From an optimization exercise on the open Yosys and OpenROAD flow, aimed at small area and few clock cycles per item; shortcuts taken in it are not production practice.
The RTL was checked by simulation tests, not by an equivalence proof against the original design.
Power is estimated from default activity; no workload was simulated.

== v6 ==
## swt16_top
module swt16_top (
   input  wire        clock,
   input  wire        rst,
   input  wire        instr_valid,
   input  wire [15:0] instr,
   output wire        instr_ready,
   output wire        wb_valid,
   input  wire        wb_ready,
   output wire [3:0]  wb_reg_idx,
   output wire [15:0] wb_data
);
Size in the first run: roughly 1,000 cells after synthesis, roughly 280 flip-flops, ~42 I/O pins, roughly 0.013 mm2 of cells after synthesis.
clock: 6.0 ns
lec_check: 0
cap_margin: 10
core_margin: 2
core_utilization: 55
place_density: 0.75
slew_margin: 10
standard.sh (not shown) runs the stock make flow with config.mk's settings and CLKGATE_MAP_FILE= SYNTH_SCRIPT=/design/flow/synth_recipe.tcl, a recipe that flattens the netlist after the stock synthesis.
==> flow/flow/run.sh <==
#!/bin/bash
# Own layout flow: the standard flow, with an area-oriented ABC mapping
# script in synthesis and smaller buffers in the layout. Each step's output
# goes to a log file of its own in the work folder.
set -euo pipefail
W=$PWD
F=$W/flow

# Synthesis: ORFS's synth.tcl with only the ABC script replaced
sed -e "s#log_cmd abc {\*}\$abc_args#set abc_args [lreplace \$abc_args 1 1 $F/area.abc]; log_cmd abc {*}\$abc_args#" \
   "$FLOW_HOME/scripts/synth.tcl" > "$W/own_synth.tcl"
grep -q "$F/area.abc" "$W/own_synth.tcl"
sed -e "s#source \$::env(SCRIPTS_DIR)/synth.tcl#source $W/own_synth.tcl#" synth_recipe.tcl > "$W/own_synth_recipe.tcl"
grep -q "own_synth.tcl" "$W/own_synth_recipe.tcl"
sed -e "s#SYNTH_SCRIPT=[^ ]*#SYNTH_SCRIPT=$W/own_synth_recipe.tcl#" standard.sh > "$W/own_standard.sh"
grep -q "own_synth_recipe.tcl" "$W/own_standard.sh"

SYNTH_KNOBS=()
KNOBS=()
source "$F/knobs.sh"

bash "$W/own_standard.sh" "${SYNTH_KNOBS[@]}" synth > "$W/synth.log" 2>&1
bash "$W/own_standard.sh" "${KNOBS[@]}" finish > "$W/layout.log" 2>&1
==> flow/flow/area.abc <==
strash
&get -n
&st
&dch
&nf
&put
==> flow/flow/knobs.sh <==
SYNTH_KNOBS=("ADDER_MAP_FILE=")
KNOBS=(
  "BUFFER_PORTS_ARGS=-buffer_cell sky130_fd_sc_hd__buf_1"
  "CTS_ARGS=-sink_clustering_enable -repair_clock_nets -dont_use_dummy_load -sink_clustering_size 30 -sink_clustering_max_diameter 100 -buf_list {sky130_fd_sc_hd__clkbuf_8 sky130_fd_sc_hd__clkbuf_16}"
  "GPL_TIMING_DRIVEN=0"
)
v6: PASS, flow complete, no timing, DRC or antenna violations
Testbench counts of v6, summed over its fixed seeds: cycles 40,008, items 40,000.
What v7 does differently from v6 at the input level:
==> flow/flow/area.abc <==
strash
&get -n
&st
&dch
&nf
&put
&get -n
&st
&dch
&nf
&put
&get -n
&st
&dch
&nf
&put
&get -n
&st
&dch
&nf
&put
==> flow/flow/knobs.sh <==
SYNTH_KNOBS=("ADDER_MAP_FILE=")
KNOBS=(
  "BUFFER_PORTS_ARGS=-buffer_cell sky130_fd_sc_hd__buf_1"
  "CTS_ARGS=-sink_clustering_enable -repair_clock_nets -dont_use_dummy_load -sink_clustering_size 16 -sink_clustering_max_diameter 60 -buf_list {sky130_fd_sc_hd__clkbuf_8}"
  "GPL_TIMING_DRIVEN=0"
)
==> comparison <==
Taking v6 as the reference, in v7 sequential share of layout area higher, global-route usage moved up, core utilization essentially unchanged.
v7 was carried through to the last stage, and its layout satisfied the timing, design-rule and antenna checks.

---

## rev 12
swt16_top, a different RTL version from the one above (not shown whole).
Size: ~1000 cells after synthesis, ~42 I/O pins, about 13000 sq um of cells after synthesis.
==> flow/design.v (excerpt) <==
module swt16_top (
   input  wire        clock,
   input  wire        rst,
   input  wire        instr_valid,
   input  wire [15:0] instr,
   output wire        instr_ready,
   output wire        wb_valid,
   input  wire        wb_ready,
   output wire [3:0]  wb_reg_idx,
   output wire [15:0] wb_data
);
clock: 6.0 ns
lec_check: 0
cap_margin: 20
core_margin: 2
core_utilization: 40
slew_margin: 20
==> flow/flow/area.abc <==
strash
balance
dch
&get -n
&nf
&put
==> flow/flow/knobs.sh <==
SYNTH_KNOBS=("ADDER_MAP_FILE=")
KNOBS=(
  "BUFFER_PORTS_ARGS=-buffer_cell sky130_fd_sc_hd__buf_1"
  "CTS_ARGS=-sink_clustering_enable -repair_clock_nets -dont_use_dummy_load -sink_clustering_size 30 -sink_clustering_max_diameter 100 -buf_list {sky130_fd_sc_hd__clkbuf_8 sky130_fd_sc_hd__clkbuf_16}"
  "GPL_TIMING_DRIVEN=0"
)
Scripts as last shown in full above: flow/flow/run.sh
Testbench counts of rev 12, summed over its fixed seeds: cycles 40,008, items 40,000.
> inputs changed (rev 12 -> rev 13)
diff --git a/flow/flow/run.sh b/flow/flow/run.sh
--- a/flow/flow/run.sh
+++ b/flow/flow/run.sh
@@ -18,2 +17,0 @@
-SYNTH_KNOBS=()
-KNOBS=()
@@ -22 +20 @@
-bash "$W/own_standard.sh" "${SYNTH_KNOBS[@]}" synth > "$W/synth.log" 2>&1
+bash "$W/own_standard.sh" synth > "$W/synth.log" 2>&1
==> flow/flow/area.abc <==
strash
balance
dch
&get -n
&nf -a -R 1000
&put
==> flow/flow/knobs.sh <==
KNOBS=()
### Flow results
The final layouts of rev 13 and rev 12 pass the timing, design-rule and antenna checks.
Taking rev 12 as the reference, in rev 13 number of gates on the worst path with buffers counted +12; maximum resistive drop on vdd +61%; global-route wire length before repair +about 6%; final hold slack +7.8 ps; cell area +14%.
Cmp rev 13 and rev 12 / post-synthesis share of cell area spent on and, or, nand and nor gates / lower: rev 13
Combinational fraction of design power (higher): rev 12
The upper clock frequency limit of rev 13 exceeds that of rev 12 by 3.5 MHz.
Rev 13 contains more vias than rev 12.

---

before:
The RTL this note starts from:
==> flow/design.v <==
`timescale 1ns/1ps
`default_nettype none
module swt16_top (
   input  wire        clock,
   input  wire        rst,
   input  wire        instr_valid,
   input  wire [15:0] instr,
   output wire        instr_ready,
   output wire        wb_valid,
   input  wire        wb_ready,
   output wire [3:0]  wb_reg_idx,
   output wire [15:0] wb_data
);
   logic [15:0] regs [16];
   logic        out_valid;
   logic [3:0]  out_idx;
   logic [15:0] out_data;
   wire [3:0] opcode = instr[15:12];
   wire [3:0] rd     = instr[11:8];
   logic [15:0] a, b;
   always_comb begin
      a = '0;
      b = '0;
      for (int i = 0; i < 16; i++) begin
         a = a | ({16{instr[7:4] == 4'(i)}} & regs[i]);
         b = b | ({16{instr[3:0] == 4'(i)}} & regs[i]);
      end
   end
   wire has_res = (opcode >= 4'd1) && (opcode <= 4'd9);
   assign instr_ready = !out_valid || wb_ready;
   wire take = instr_valid && instr_ready && has_res;
   wire        is_sub = (opcode == 4'd3);
   wire [15:0] bx     = b ^ {16{is_sub}};
   wire [15:0] p      = a ^ bx;
   wire [15:0] g      = a & bx;
   logic [15:0] gg, pp;
   always_comb begin
      gg = g;
      pp = p;
      gg[0] = g[0] | (p[0] & is_sub);
      for (int d = 1; d < 16; d = d * 2)
         for (int i = 2 * d - 1; i < 16; i = i + 2 * d) begin
            gg[i] = gg[i] | (pp[i] & gg[i-d]);
            pp[i] = pp[i] & pp[i-d];
         end
      for (int d = 4; d >= 1; d = d / 2)
         for (int i = 3 * d - 1; i < 16; i = i + 2 * d) begin
            gg[i] = gg[i] | (pp[i] & gg[i-d]);
            pp[i] = pp[i] & pp[i-d];
         end
   end
   wire [15:0] sum = p ^ {gg[14:0], is_sub};
   wire [3:0]  sh     = b[3:0];
   wire        is_sll = (opcode == 4'd7);
   wire        fill   = (opcode == 4'd9) & a[15];
   logic [15:0] a_rev, shr_rev;
   always_comb begin
      for (int i = 0; i < 16; i++) a_rev[i] = a[15-i];
   end
   wire [15:0] sh_in = is_sll ? a_rev : a;
   wire [15:0] shr   = 16'($signed({fill, sh_in}) >>> sh);
   always_comb begin
      for (int i = 0; i < 16; i++) shr_rev[i] = shr[15-i];
   end
   wire s_ldi = !rst && opcode == 4'd1;
   wire s_add = !rst && (opcode == 4'd2 || opcode == 4'd3);
   wire s_and = !rst && opcode == 4'd4;
   wire s_or  = !rst && opcode == 4'd5;
   wire s_xor = !rst && opcode == 4'd6;
   wire s_sl  = !rst && opcode == 4'd7;
   wire s_sr  = !rst && (opcode == 4'd8 || opcode == 4'd9);
   wire [3:0] lut = {s_and | s_or, s_or | s_xor, s_or | s_xor, 1'b0};
   logic [15:0] lg;
   always_comb for (int i = 0; i < 16; i++) lg[i] = lut[{a[i], b[i]}];
   wire [15:0] res = ({16{s_ldi}} & {8'h00, instr[7:0]})
                   | ({16{s_add}} & sum)
                   | lg
                   | ({16{s_sl}}  & shr_rev)
                   | ({16{s_sr}}  & shr);
   always_ff @(posedge clock) begin
      if (rst) out_valid <= 1'b0;
      else if (instr_ready) out_valid <= instr_valid && has_res;
   end
   always_ff @(posedge clock) begin
      for (int i = 0; i < 16; i++)
         if (rst || (take && rd == 4'(i))) regs[i] <= res;
   end
   always_ff @(posedge clock) begin
      if (take) begin
         out_idx  <= rd;
         out_data <= res;
      end
   end
   assign wb_valid   = out_valid;
   assign wb_reg_idx = out_idx;
   assign wb_data    = out_data;
endmodule
`default_nettype wire
export LEC_CHECK = 0
export CAP_MARGIN = 10
export CORE_MARGIN = 2
export CORE_UTILIZATION = 55
export PLACE_DENSITY = 0.85
export SETUP_SLACK_MARGIN = 0.12
export SLEW_MARGIN = 10
create_clock -name core_clock -period 6.0 [get_ports {clock}]
==> flow/flow/run.sh <==
#!/bin/bash
# Own layout flow: the standard flow, with an area-oriented ABC mapping
# script in synthesis and smaller buffers in the layout. Each step's output
# goes to a log file of its own in the work folder.
set -euo pipefail
W=$PWD
F=$W/flow

# Synthesis: ORFS's synth.tcl with only the ABC script replaced
sed -e "s#log_cmd abc {\*}\$abc_args#set abc_args [lreplace \$abc_args 1 1 $F/area.abc]; log_cmd abc {*}\$abc_args#" \
   "$FLOW_HOME/scripts/synth.tcl" > "$W/own_synth.tcl"
grep -q "$F/area.abc" "$W/own_synth.tcl"
sed -e "s#source \$::env(SCRIPTS_DIR)/synth.tcl#source $W/own_synth.tcl#" synth_recipe.tcl > "$W/own_synth_recipe.tcl"
grep -q "own_synth.tcl" "$W/own_synth_recipe.tcl"
sed -e "s#SYNTH_SCRIPT=[^ ]*#SYNTH_SCRIPT=$W/own_synth_recipe.tcl#" standard.sh > "$W/own_standard.sh"
grep -q "own_synth_recipe.tcl" "$W/own_standard.sh"

SYNTH_KNOBS=()
KNOBS=()
source "$F/knobs.sh"

bash "$W/own_standard.sh" "${SYNTH_KNOBS[@]}" synth > "$W/synth.log" 2>&1
bash "$W/own_standard.sh" "${KNOBS[@]}" finish > "$W/layout.log" 2>&1
==> flow/flow/area.abc <==
strash
&get -n
&st
&dch
&nf
&put
&get -n
&st
&dch
&nf
&put
&get -n
&st
&dch
&nf
&put
&get -n
&st
&dch
&nf
&put
==> flow/flow/knobs.sh <==
SYNTH_KNOBS=("ADDER_MAP_FILE=")
KNOBS=(
  "DONT_BUFFER_PORTS=1"
  "PRE_GLOBAL_PLACE_TCL=$F/ports.tcl"
  "CTS_ARGS=-sink_clustering_enable -repair_clock_nets -dont_use_dummy_load -sink_clustering_size 16 -sink_clustering_max_diameter 60 -buf_list {sky130_fd_sc_hd__clkbuf_8}"
  "GPL_TIMING_DRIVEN=0"
)
==> flow/flow/ports.tcl <==
# Port buffers in place of ORFS's buffer_ports call (DONT_BUFFER_PORTS=1):
# every input and output port gets a buffer, a stronger one on the inputs,
# which fan out to the register-file read decoders.
buffer_ports -inputs -buffer_cell sky130_fd_sc_hd__buf_4
buffer_ports -outputs -buffer_cell sky130_fd_sc_hd__buf_1
Testbench counts of before, summed over its fixed seeds: cycles 40,008, items 40,000.
What after does differently from before at the input level:
Settings: CORE_UTILIZATION: 55 -> 60; PLACE_DENSITY: 0.85 -> 0.8.
## What came out
- Where final design area excluding fillers is concerned, before is outperformed by after.
- Final period utilization, after and before, higher one = before.
- Summary of the comparison: total routing usage reported by global routing is higher in after, relative to before.
- Relative to before, share of cells above drive strength 1 decreased by 0.69 points in after.

[separate check: timing with driven ports]
The flow's constraints put no driver on any port. The routed layouts listed below were extracted and timed again, unchanged, in two steps. Step 1 sets driving cells, clkbuf_16 on the clock port and buf_2 on the other inputs (assumed; they add their load-dependent delay and slew). Step 2 moves the port delays by t, midway between the first and last clock arrival at a register: inputs arrive t later, outputs are due t later. That takes back most of the time a late clock gives input paths. Slacks: no drivers / after step 1 / after step 2; pairs: no drivers / after step 1.
run	shift t [ns]	slack for setup (ns)	worst setup path at the end	worst slew at a driven data input, ns
v6	0.526	0.231 / 0.248 / -0.278	input to register	0.05
v7	0.587	0.158 / 0.178 / -0.409	input to register	0.04
rev 12	0.532	0.092 / 0.079 / -0.453	input to register	0.08
rev 13	0.603	0.213 / 0.232 / -0.371	input to register	0.04
before	0.585	0.222 / 0.230 / -0.355	input to register	0.04
after	0.573	0.244 / 0.250 / -0.322	input to register	0.04
With both steps, setup timing fails in every run listed, where it was met with ideal ports. For rev 13, which loses most, drivers alone change the setup slack by +0.019 ns; drivers and shift together by -0.584 ns.
